This is an optimization exercise on Yosys and OpenROAD, whose aim is small area, a short achievable clock period and few clock cycles, not a production implementation.
Where RTL was checked, it was by simulation tests only, not by an equivalence proof against the original.
Power figures rest on the tool's default switching activity, not on a simulated workload.

main:
==> flow/design.v (excerpt) <==
module rotor_byte_cipher (
  input  logic        clk,
  input  logic        rst,
  input  logic        cfg_we,
  input  logic [1:0]  cfg_index,
  input  logic [59:0] cfg_data,
  input  logic        byte_valid,
  output logic        byte_ready,
  input  logic        restart,
  input  logic [7:0]  data_in,
  output logic        code_valid,
  input  logic        code_ready,
  output logic [7:0]  data_out
);
  logic [159:0] keys;
  logic [2:0]   key_zero;    
  logic [4:0] v0, v1, vsum;
  logic [2:0] t0, t1, tsum;
  logic       dirty;         
  logic       sweeping;      
  logic       wr_v, wr_last;
  logic [4:0] wr_addr, wr_data;
  logic       sweep_done;    
  logic [2:0] trk_found, trk_done;
  logic [2:0][2:0] trk_gap;   
  logic [2:0] gsum;           
  logic       s1_v, s1_wait, s1_alt;
  logic [4:0] s1_x, s1_xr, s1_kv;
  logic [2:0] s1_t, s1_dh;
  logic       s2_v;
  logic [4:0] s2_a;
  logic [2:0] s2_h;
  logic       o1_v;
  logic [7:0] o1_d;
  logic       rdy;
  logic       rst_q;         
  logic [4:0] key_v, key_w, key_0, key_31, vsum_w;
  logic [4:0] tab_a, tab_b;
  logic       accept, take, s2_move, s1_move, wr_go, sweep_step;
  logic       gc1, gc2, tc1, tc2;
  logic [2:0] gadd;
  logic [2:0] hit;
  logic [2:0][2:0] gap;       
  logic       s1_v_n, s1_wait_n, s2_v_n, o0_v_n, o1_v_n;
  assign byte_ready = rdy;
  assign accept     = byte_valid && rdy;
  assign take       = code_valid && code_ready;
  assign s2_move    = s2_v && (!o1_v || take);
  assign s1_move    = s1_v && !s1_wait && (!s2_v || s2_move);
  assign wr_go      = wr_v && (!s2_v || !o1_v);
  assign sweep_step = sweeping && (!wr_v || wr_go);
  always_ff @(posedge clk) begin
    if (cfg_we && cfg_index == 2'd0) keys[59:0]    <= cfg_data;
    if (cfg_we && cfg_index == 2'd1) keys[119:60]  <= cfg_data;
  ...
For scale: ~430 flip-flops, ~86 I/O pins.
Settings: LEC_CHECK=0, ABC_AREA=1, CAP_MARGIN=20, CORE_MARGIN=2, CORE_UTILIZATION=40, CTS_CLUSTER_DIAMETER=100, CTS_CLUSTER_SIZE=24, PLACE_DENSITY=0.6, SETUP_SLACK_MARGIN=3.6, SLEW_MARGIN=20; clock period 6.0 ns.
standard.sh (not shown) runs the stock make flow with config.mk's settings and CLKGATE_MAP_FILE= SYNTH_SCRIPT=/design/flow/synth_recipe.tcl, a recipe that flattens the netlist after the stock synthesis.
==> flow/flow/run.sh <==
#!/bin/bash
# layout flow: the standard flow, with plain buffers on the ports (instead of
# the delay cells buffer_ports picks by default) and resizing not tied to footprints
bash standard.sh MATCH_CELL_FOOTPRINT=0 "BUFFER_PORTS_ARGS=-buffer_cell sky130_fd_sc_hd__buf_2" finish > standard.log 2>&1
--- input diff main..the feature branch ---
diff --git a/flow/design.v b/flow/design.v
--- a/flow/design.v
+++ b/flow/design.v
@@ -1,27 +1,25 @@
 module rbc_swap_mem (
   input  logic       clk,
   input  logic       rst,
   input  logic       wr_en,
   input  logic [4:0] wr_addr,
-  input  logic [4:0] wr_data,
+  input  logic [4:0] wr_one,
+  input  logic [4:0] wr_zero,
   input  logic [4:0] rd_addr_a,
   output logic [4:0] rd_data_a,
   input  logic [4:0] rd_addr_b,
   output logic [4:0] rd_data_b
 );
   logic [4:0] mem [32];
-  logic [4:0] d_one, d_zero;
-  assign d_one  = wr_data | {5{rst}};
-  assign d_zero = wr_data & ~{5{rst}};
   always_ff @(posedge clk) begin
     for (int e = 0; e < 32; e++) begin
       if (rst || (wr_en && wr_addr == 5'(e))) begin
         for (int b = 0; b < 5; b++) begin
-          mem[e][b] <= e[b] ? d_one[b] : d_zero[b];
+          mem[e][b] <= e[b] ? wr_one[b] : wr_zero[b];
         end
       end
     end
   end
   assign rd_data_a = mem[rd_addr_a];
   assign rd_data_b = mem[rd_addr_b];
 endmodule
@@ -42,15 +40,16 @@
   logic [159:0] keys;
   logic [2:0]   key_zero;    
   logic [4:0] v0, v1, vsum;
   logic [2:0] t0, t1, tsum;
   logic       dirty;         
   logic       sweeping;      
   logic       wr_v, wr_last;
-  logic [4:0] wr_addr, wr_data;
+  logic [4:0] wr_addr;
+  logic [4:0] wr_one, wr_zero;   
   logic       sweep_done;    
   logic [2:0] trk_found, trk_done;
   logic [2:0][2:0] trk_gap;   
   logic [2:0] gsum;           
   logic       s1_v, s1_wait, s1_alt;
   logic [4:0] s1_x, s1_xr, s1_kv;
   logic [2:0] s1_t, s1_dh;
@@ -111,15 +110,16 @@
   assign o0_v_n    = take ? (o1_v || s2_move) : (code_valid || s2_move);
   assign o1_v_n    = take ? (o1_v && s2_move) : (o1_v || (code_valid && s2_move));
   rbc_swap_mem u_swap_mem (
     .clk       (clk),
     .rst       (rst_q),
     .wr_en     (wr_go),
     .wr_addr   (wr_addr),
-    .wr_data   (wr_data),
+    .wr_one    (wr_one),
+    .wr_zero   (wr_zero),
     .rd_addr_a (data_in[4:0]),
     .rd_data_a (tab_a),
     .rd_addr_b (s2_a),
     .rd_data_b (tab_b)
   );
   always_ff @(posedge clk) begin
     rst_q <= rst;
@@ -133,14 +133,16 @@
       sweep_done <= 1'b0;
       s1_v       <= 1'b0;
       s1_wait    <= 1'b0;
       s2_v       <= 1'b0;
       code_valid <= 1'b0;
       o1_v       <= 1'b0;
       rdy        <= 1'b0;
+      wr_one     <= '1;
+      wr_zero    <= '0;
       v0         <= '0;
       v1         <= '0;
       vsum       <= '0;
       t0         <= '0;
       t1         <= '0;
       tsum       <= '0;
     end else begin
@@ -183,15 +185,16 @@
             s1_wait   <= 1'b1;
             s1_alt    <= 1'b1;
             s1_xr     <= data_in[4:0];
             sweeping  <= 1'b1;
             wr_v      <= 1'b1;
             wr_last   <= 1'b0;
             wr_addr   <= key_0;
-            wr_data   <= key_31;
+            wr_one    <= key_31;
+            wr_zero   <= key_31;
             trk_found <= '0;
             trk_done  <= '0;
             trk_gap   <= '0;
             gsum      <= '0;
           end else begin
             s1_t <= gsum;
             t0   <= gap[0] + 3'd1;
@@ -226,15 +229,16 @@
             trk_gap[k] <= trk_gap[k] + 3'd1;
           end
         end
       end
       if (sweep_step) begin
         wr_v    <= 1'b1;
         wr_addr <= key_v;
-        wr_data <= key_w;
+        wr_one  <= key_w;
+        wr_zero <= key_w;
         wr_last <= (vsum == 5'd31);
         if (vsum == 5'd31) begin
           sweeping <= 1'b0;
           vsum     <= 5'd1;
         end else begin
           vsum     <= vsum + 5'd1;
         end
[summary]
The feature branch against main: maximum frequency saw an increase, worst hold slack after final layout now sits higher.
Of main and the feature branch, main shows the higher final clock period utilization by the worst path, with the feature branch below it.
[the feature branch] number of distinct standard cells referenced by the synthesized netlist rose 7 relative to main
Final non-filler cell area across main and the feature branch: no real change.
Utilization main -> the feature branch: up
Testbench counts of the feature branch, summed over its fixed seeds: cycles 12,417.
Function not checked in main: the RTL went through the layout flow alone.

* * *

Setup of 01-01:
The RTL this note starts from:
==> flow/design.v <==
module rbc_swap_mem (
  input  logic       clk,
  input  logic       rst,
  input  logic       wr_en,
  input  logic [4:0] wr_addr,
  input  logic [4:0] wr_data,
  input  logic [4:0] rd_addr_a,
  output logic [4:0] rd_data_a,
  input  logic [4:0] rd_addr_b,
  output logic [4:0] rd_data_b
);
  logic [4:0] mem [32];
  logic [4:0] d_one, d_zero;
  assign d_one  = wr_data | {5{rst}};
  assign d_zero = wr_data & ~{5{rst}};
  always_ff @(posedge clk) begin
    for (int e = 0; e < 32; e++) begin
      if (rst || (wr_en && wr_addr == 5'(e))) begin
        for (int b = 0; b < 5; b++) begin
          mem[e][b] <= e[b] ? d_one[b] : d_zero[b];
        end
      end
    end
  end
  assign rd_data_a = mem[rd_addr_a];
  assign rd_data_b = mem[rd_addr_b];
endmodule
module rotor_byte_cipher (
  input  logic        clk,
  input  logic        rst,
  input  logic        cfg_we,
  input  logic [1:0]  cfg_index,
  input  logic [59:0] cfg_data,
  input  logic        byte_valid,
  output logic        byte_ready,
  input  logic        restart,
  input  logic [7:0]  data_in,
  output logic        code_valid,
  input  logic        code_ready,
  output logic [7:0]  data_out
);
  logic [159:0] keys;
  logic [2:0]   key_zero;    
  logic [4:0] v0, v1, vsum;
  logic [2:0] t0, t1, tsum;
  logic       dirty;         
  logic       sweeping;      
  logic       wr_v, wr_last;
  logic [4:0] wr_addr, wr_data;
  logic       sweep_done;    
  logic [2:0] trk_found, trk_done;
  logic [2:0][2:0] trk_gap;   
  logic       s1_v, s1_wait, s1_alt;
  logic [4:0] s1_x, s1_xr, s1_kv;
  logic [2:0] s1_t, s1_dh;
  logic       s2_v;
  logic [4:0] s2_a;
  logic [2:0] s2_h;
  logic       o1_v;
  logic [7:0] o1_d;
  logic       rdy;
  logic [4:0] key_v, key_w, key_0, key_31, vsum_w;
  logic [4:0] tab_a, tab_b;
  logic       accept, take, s2_move, s1_move, wr_go, sweep_step;
  logic [2:0] gsum;
  logic       gc1, gc2, tc1, tc2;
  logic [2:0] hit;
  logic [2:0][2:0] gap;       
  logic       s1_v_n, s1_wait_n, s2_v_n, o0_v_n, o1_v_n;
  assign byte_ready = rdy;
  assign accept     = byte_valid && rdy;
  assign take       = code_valid && code_ready;
  assign s2_move    = s2_v && (!o1_v || take);
  assign s1_move    = s1_v && !s1_wait && (!s2_v || s2_move);
  assign wr_go      = wr_v && (!s2_v || !o1_v);
  assign sweep_step = sweeping && (!wr_v || wr_go);
  always_ff @(posedge clk) begin
    if (cfg_we && cfg_index == 2'd0) keys[59:0]    <= cfg_data;
    if (cfg_we && cfg_index == 2'd1) keys[119:60]  <= cfg_data;
    if (cfg_we && cfg_index == 2'd2) keys[159:120] <= cfg_data[39:0];
  end
  function automatic logic part_zero(input logic [4:0] i, input logic [2:0] z);
    part_zero = (i < 5'd12) ? z[0] : ((i < 5'd24) ? z[1] : z[2]);
  endfunction
  assign vsum_w = ~vsum;
  assign key_v  = part_zero(vsum, key_zero)   ? 5'd0 : keys[vsum*5 +: 5];
  assign key_w  = part_zero(vsum_w, key_zero) ? 5'd0 : keys[vsum_w*5 +: 5];
  assign key_0  = key_zero[0] ? 5'd0 : keys[4:0];
  assign key_31 = key_zero[2] ? 5'd0 : keys[159:155];
  always_comb begin
    for (int k = 0; k < 3; k++) begin
      gap[k] = trk_done[k] ? trk_gap[k] : 3'd0;
      hit[k] = (wr_addr == 5'(k)) || (wr_addr == 5'(31 - k));
    end
  end
  assign gsum = gap[0] + gap[1] + gap[2];
  assign gc1  = (gap[0] == 3'd7);
  assign gc2  = gc1 && (gap[1] == 3'd7);
  assign tc1  = (t0 == 3'd7);
  assign tc2  = tc1 && (t1 == 3'd7);
  assign s1_v_n    = accept || (s1_v && !s1_move);
  assign s1_wait_n = (accept && restart && dirty) || (s1_wait && !sweep_done);
  assign s2_v_n    = s1_move || (s2_v && !s2_move);
  assign o0_v_n    = take ? (o1_v || s2_move) : (code_valid || s2_move);
  assign o1_v_n    = take ? (o1_v && s2_move) : (o1_v || (code_valid && s2_move));
  rbc_swap_mem u_swap_mem (
    .clk       (clk),
    .rst       (rst),
    .wr_en     (wr_go),
    .wr_addr   (wr_addr),
    .wr_data   (wr_data),
    .rd_addr_a (data_in[4:0]),
    .rd_data_a (tab_a),
    .rd_addr_b (s2_a),
    .rd_data_b (tab_b)
  );
  always_ff @(posedge clk) begin
    if (rst) begin
      key_zero   <= '1;
      dirty      <= 1'b1;
      sweeping   <= 1'b0;
      wr_v       <= 1'b0;
      sweep_done <= 1'b0;
      s1_v       <= 1'b0;
      s1_wait    <= 1'b0;
      s2_v       <= 1'b0;
      code_valid <= 1'b0;
      o1_v       <= 1'b0;
      rdy        <= 1'b1;
      v0         <= '0;
      v1         <= '0;
      vsum       <= '0;
      t0         <= '0;
      t1         <= '0;
      tsum       <= '0;
    end else begin
      if (take) begin
        if (o1_v) begin
          data_out <= o1_d;
          o1_v     <= s2_move;
          o1_d     <= {s2_h, tab_b};
        end else begin
          code_valid <= s2_move;
          data_out   <= {s2_h, tab_b};
        end
      end else if (s2_move) begin
        if (!code_valid) begin
          code_valid <= 1'b1;
          data_out   <= {s2_h, tab_b};
        end else begin
          o1_v <= 1'b1;
          o1_d <= {s2_h, tab_b};
        end
      end
      if (s1_move) begin
        s2_v <= 1'b1;
        s2_a <= (s1_alt ? s1_xr : s1_x) + s1_kv;
        s2_h <= s1_dh + s1_t;
      end else if (s2_move) begin
        s2_v <= 1'b0;
      end
      if (accept) begin
        s1_v   <= 1'b1;
        s1_x   <= tab_a;
        s1_dh  <= data_in[7:5];
        s1_alt <= 1'b0;
        if (restart) begin
          s1_kv <= key_0;
          v0    <= 5'd1;
          v1    <= 5'd0;
          vsum  <= 5'd1;
          if (dirty) begin
            s1_wait   <= 1'b1;
            s1_alt    <= 1'b1;
            s1_xr     <= data_in[4:0];
            sweeping  <= 1'b1;
            wr_v      <= 1'b1;
            wr_last   <= 1'b0;
            wr_addr   <= key_0;
            wr_data   <= key_31;
            trk_found <= '0;
            trk_done  <= '0;
            trk_gap   <= '0;
          end else begin
            s1_t <= gsum;
            t0   <= gap[0] + 3'd1;
            t1   <= gap[1] + 3'(gc1);
            tsum <= gsum + 3'd1 + 3'(gc1) + 3'(gc2);
          end
        end else begin
          s1_kv <= key_v;
          s1_t  <= tsum;
          v0    <= v0 + 5'd1;
          v1    <= v1 + 5'(v0 == 5'd31);
          vsum  <= vsum + 5'd1 + 5'(v0 == 5'd31) + 5'(v0 == 5'd31 && v1 == 5'd31);
          t0    <= t0 + 3'd1;
          t1    <= t1 + 3'(tc1);
          tsum  <= tsum + 3'd1 + 3'(tc1) + 3'(tc2);
        end
      end else if (s1_move) begin
        s1_v <= 1'b0;
      end
      if (wr_go) begin
        wr_v <= 1'b0;
        for (int k = 0; k < 3; k++) begin
          if (trk_found[k] && !trk_done[k]) begin
            trk_gap[k] <= trk_gap[k] + 3'd1;
          end
          if (hit[k]) begin
            trk_found[k] <= 1'b1;
            if (trk_found[k]) begin
              trk_done[k] <= 1'b1;
            end
          end
        end
      end
      if (sweep_step) begin
        wr_v    <= 1'b1;
        wr_addr <= key_v;
        wr_data <= key_w;
        wr_last <= (vsum == 5'd31);
        if (vsum == 5'd31) begin
          sweeping <= 1'b0;
          vsum     <= 5'd1;
        end else begin
          vsum     <= vsum + 5'd1;
        end
      end
      sweep_done <= wr_go && wr_last;
      if (wr_go && wr_last) begin
        s2_a <= s1_xr;
      end
      if (sweep_done) begin
        dirty   <= 1'b0;
        s1_wait <= 1'b0;
        s1_xr   <= tab_b;
        s1_t    <= gsum;
        t0      <= gap[0] + 3'd1;
        t1      <= gap[1] + 3'(gc1);
        tsum    <= gsum + 3'd1 + 3'(gc1) + 3'(gc2);
      end
      if (cfg_we && cfg_index != 2'd3) begin
        dirty <= 1'b1;
        key_zero[cfg_index] <= 1'b0;
      end
      rdy <= !(s1_v_n && s2_v_n && o0_v_n && o1_v_n) && !s1_wait_n;
    end
  end
endmodule
==> flow/config.mk <==
export PLATFORM = sky130hd
export DESIGN_NAME = rotor_byte_cipher
export DESIGN_NICKNAME = rotor_byte_cipher
export VERILOG_FILES = /design/flow/design.v
export SDC_FILE = /design/flow/constraint.sdc
export NUM_CORES = 4
export LEC_CHECK = 0
export ABC_AREA = 1
export CAP_MARGIN = 20
export CORE_MARGIN = 2
export CORE_UTILIZATION = 40
export PLACE_DENSITY = 0.6
export SETUP_SLACK_MARGIN = 3.6
export SLEW_MARGIN = 20
==> flow/constraint.sdc <==
create_clock -name core_clock -period 6.0 [get_ports {clk}]
set_input_delay 1.2000 -clock core_clock [delete_from_list [all_inputs] [get_ports {clk}]]
set_output_delay 1.2000 -clock core_clock [all_outputs]
set_load 0.01 [all_outputs]
run.sh (not shown) runs the stock make flow with config.mk's settings and CLKGATE_MAP_FILE= SYNTH_SCRIPT=/design/flow/synth_recipe.tcl, a recipe that flattens the netlist after the stock synthesis.
Stock flow here: none of the scripts above is used.
Testbench counts of 01-01, summed over its fixed seeds: cycles 12,417.
Changes in 04-13 relative to 01-01:
diff --git a/flow/design.v b/flow/design.v
--- a/flow/design.v
+++ b/flow/design.v
@@ -47,26 +47,27 @@
   logic       sweeping;      
   logic       wr_v, wr_last;
   logic [4:0] wr_addr, wr_data;
   logic       sweep_done;    
   logic [2:0] trk_found, trk_done;
   logic [2:0][2:0] trk_gap;   
+  logic [2:0] gsum;           
   logic       s1_v, s1_wait, s1_alt;
   logic [4:0] s1_x, s1_xr, s1_kv;
   logic [2:0] s1_t, s1_dh;
   logic       s2_v;
   logic [4:0] s2_a;
   logic [2:0] s2_h;
   logic       o1_v;
   logic [7:0] o1_d;
   logic       rdy;
   logic [4:0] key_v, key_w, key_0, key_31, vsum_w;
   logic [4:0] tab_a, tab_b;
   logic       accept, take, s2_move, s1_move, wr_go, sweep_step;
-  logic [2:0] gsum;
   logic       gc1, gc2, tc1, tc2;
+  logic [2:0] gadd;
   logic [2:0] hit;
   logic [2:0][2:0] gap;       
   logic       s1_v_n, s1_wait_n, s2_v_n, o0_v_n, o1_v_n;
   assign byte_ready = rdy;
   assign accept     = byte_valid && rdy;
   assign take       = code_valid && code_ready;
@@ -89,14 +90,19 @@
   assign key_31 = key_zero[2] ? 5'd0 : keys[159:155];
   always_comb begin
     for (int k = 0; k < 3; k++) begin
       gap[k] = trk_done[k] ? trk_gap[k] : 3'd0;
       hit[k] = (wr_addr == 5'(k)) || (wr_addr == 5'(31 - k));
     end
-  end
-  assign gsum = gap[0] + gap[1] + gap[2];
+    gadd = '0;
+    for (int k = 0; k < 3; k++) begin
+      if (hit[k] && trk_found[k] && !trk_done[k]) begin
+        gadd = gadd | (trk_gap[k] + 3'd1);
+      end
+    end
+  end
   assign gc1  = (gap[0] == 3'd7);
   assign gc2  = gc1 && (gap[1] == 3'd7);
   assign tc1  = (t0 == 3'd7);
   assign tc2  = tc1 && (t1 == 3'd7);
   assign s1_v_n    = accept || (s1_v && !s1_move);
   assign s1_wait_n = (accept && restart && dirty) || (s1_wait && !sweep_done);
@@ -178,12 +184,13 @@
             wr_last   <= 1'b0;
             wr_addr   <= key_0;
             wr_data   <= key_31;
             trk_found <= '0;
             trk_done  <= '0;
             trk_gap   <= '0;
+            gsum      <= '0;
           end else begin
             s1_t <= gsum;
             t0   <= gap[0] + 3'd1;
             t1   <= gap[1] + 3'(gc1);
             tsum <= gsum + 3'd1 + 3'(gc1) + 3'(gc2);
           end
@@ -199,12 +206,13 @@
         end
       end else if (s1_move) begin
         s1_v <= 1'b0;
       end
       if (wr_go) begin
         wr_v <= 1'b0;
+        gsum <= gsum + gadd;
         for (int k = 0; k < 3; k++) begin
           if (trk_found[k] && !trk_done[k]) begin
             trk_gap[k] <= trk_gap[k] + 3'd1;
           end
           if (hit[k]) begin
             trk_found[k] <= 1'b1;
==> results.txt <==
Diff 04-13..01-01 | final clock period utilization by the worst path | negligible. Comparing power in the clock group for 01-01 and 04-13, the smaller number came from 04-13. The DRC marker count from the first detailed-route iteration in 01-01 is 0.902 times that in 04-13. 04-13 ended up with wr_addr[2] as its source of the critical timing path; 01-01 ended up with trk_done[0]. Per the comparison of 04-13 with 01-01, floorplan row count picked up an extra 1; required time of the critical path lost 0.13 ns. Looking only at fraction of met1 tracks used by global routing, and setting everything else aside, the higher value of 01-01 and 04-13 goes to 04-13. When 04-13 is set beside 01-01, its part of the total power dissipated in sequential elements turns out to be 0.7 points larger. Diff 01-01 -> 04-13 | clock buffer count | up slightly. Per the comparison of 04-13 with 01-01, number of register bits inferred by synthesis higher; synthesized instance count higher; unique cell type count in the Yosys netlist higher. Sort 01-01 and 04-13 by clock network area share, ascending, and 04-13 comes first.
Testbench counts of 04-13, summed over its fixed seeds: cycles 12,417.

## port drivers added, routing unchanged
The results above use ideal ports. As a check the final layouts listed here were re-extracted and re-timed, cells and wires unchanged.
Step 1: set_driving_cell puts a clkbuf_16 on clk and a buf_2 on each other input, an assumption about the parent block.
Step 2 also shifts input and output timing later by t, the mid clock arrival at the registers, as if the neighbouring blocks saw the same clock.
a / b / c = no drivers / after step 1 / after step 2; a / b = the first two.
run | shift t [ns] | setup WS [ns] | worst slew at a driven data input, ns | cell pins on the clock port's net
main | 0.633 | 3.547 / 3.547 / 3.057 | 0.07 | 1
the feature branch | 0.639 | 3.642 / 3.582 / 3.062 | 0.08 | 1
01-01 | 0.653 | 3.569 / 3.569 / 3.006 | 0.06 | 1
04-13 | 0.651 | 3.566 / 3.566 / 3.009 | 0.08 | 1
After both steps every run listed still meets setup and hold. The setup slack of the feature branch, which loses most, moves by -0.060 ns with the drivers and by -0.580 ns with both steps.
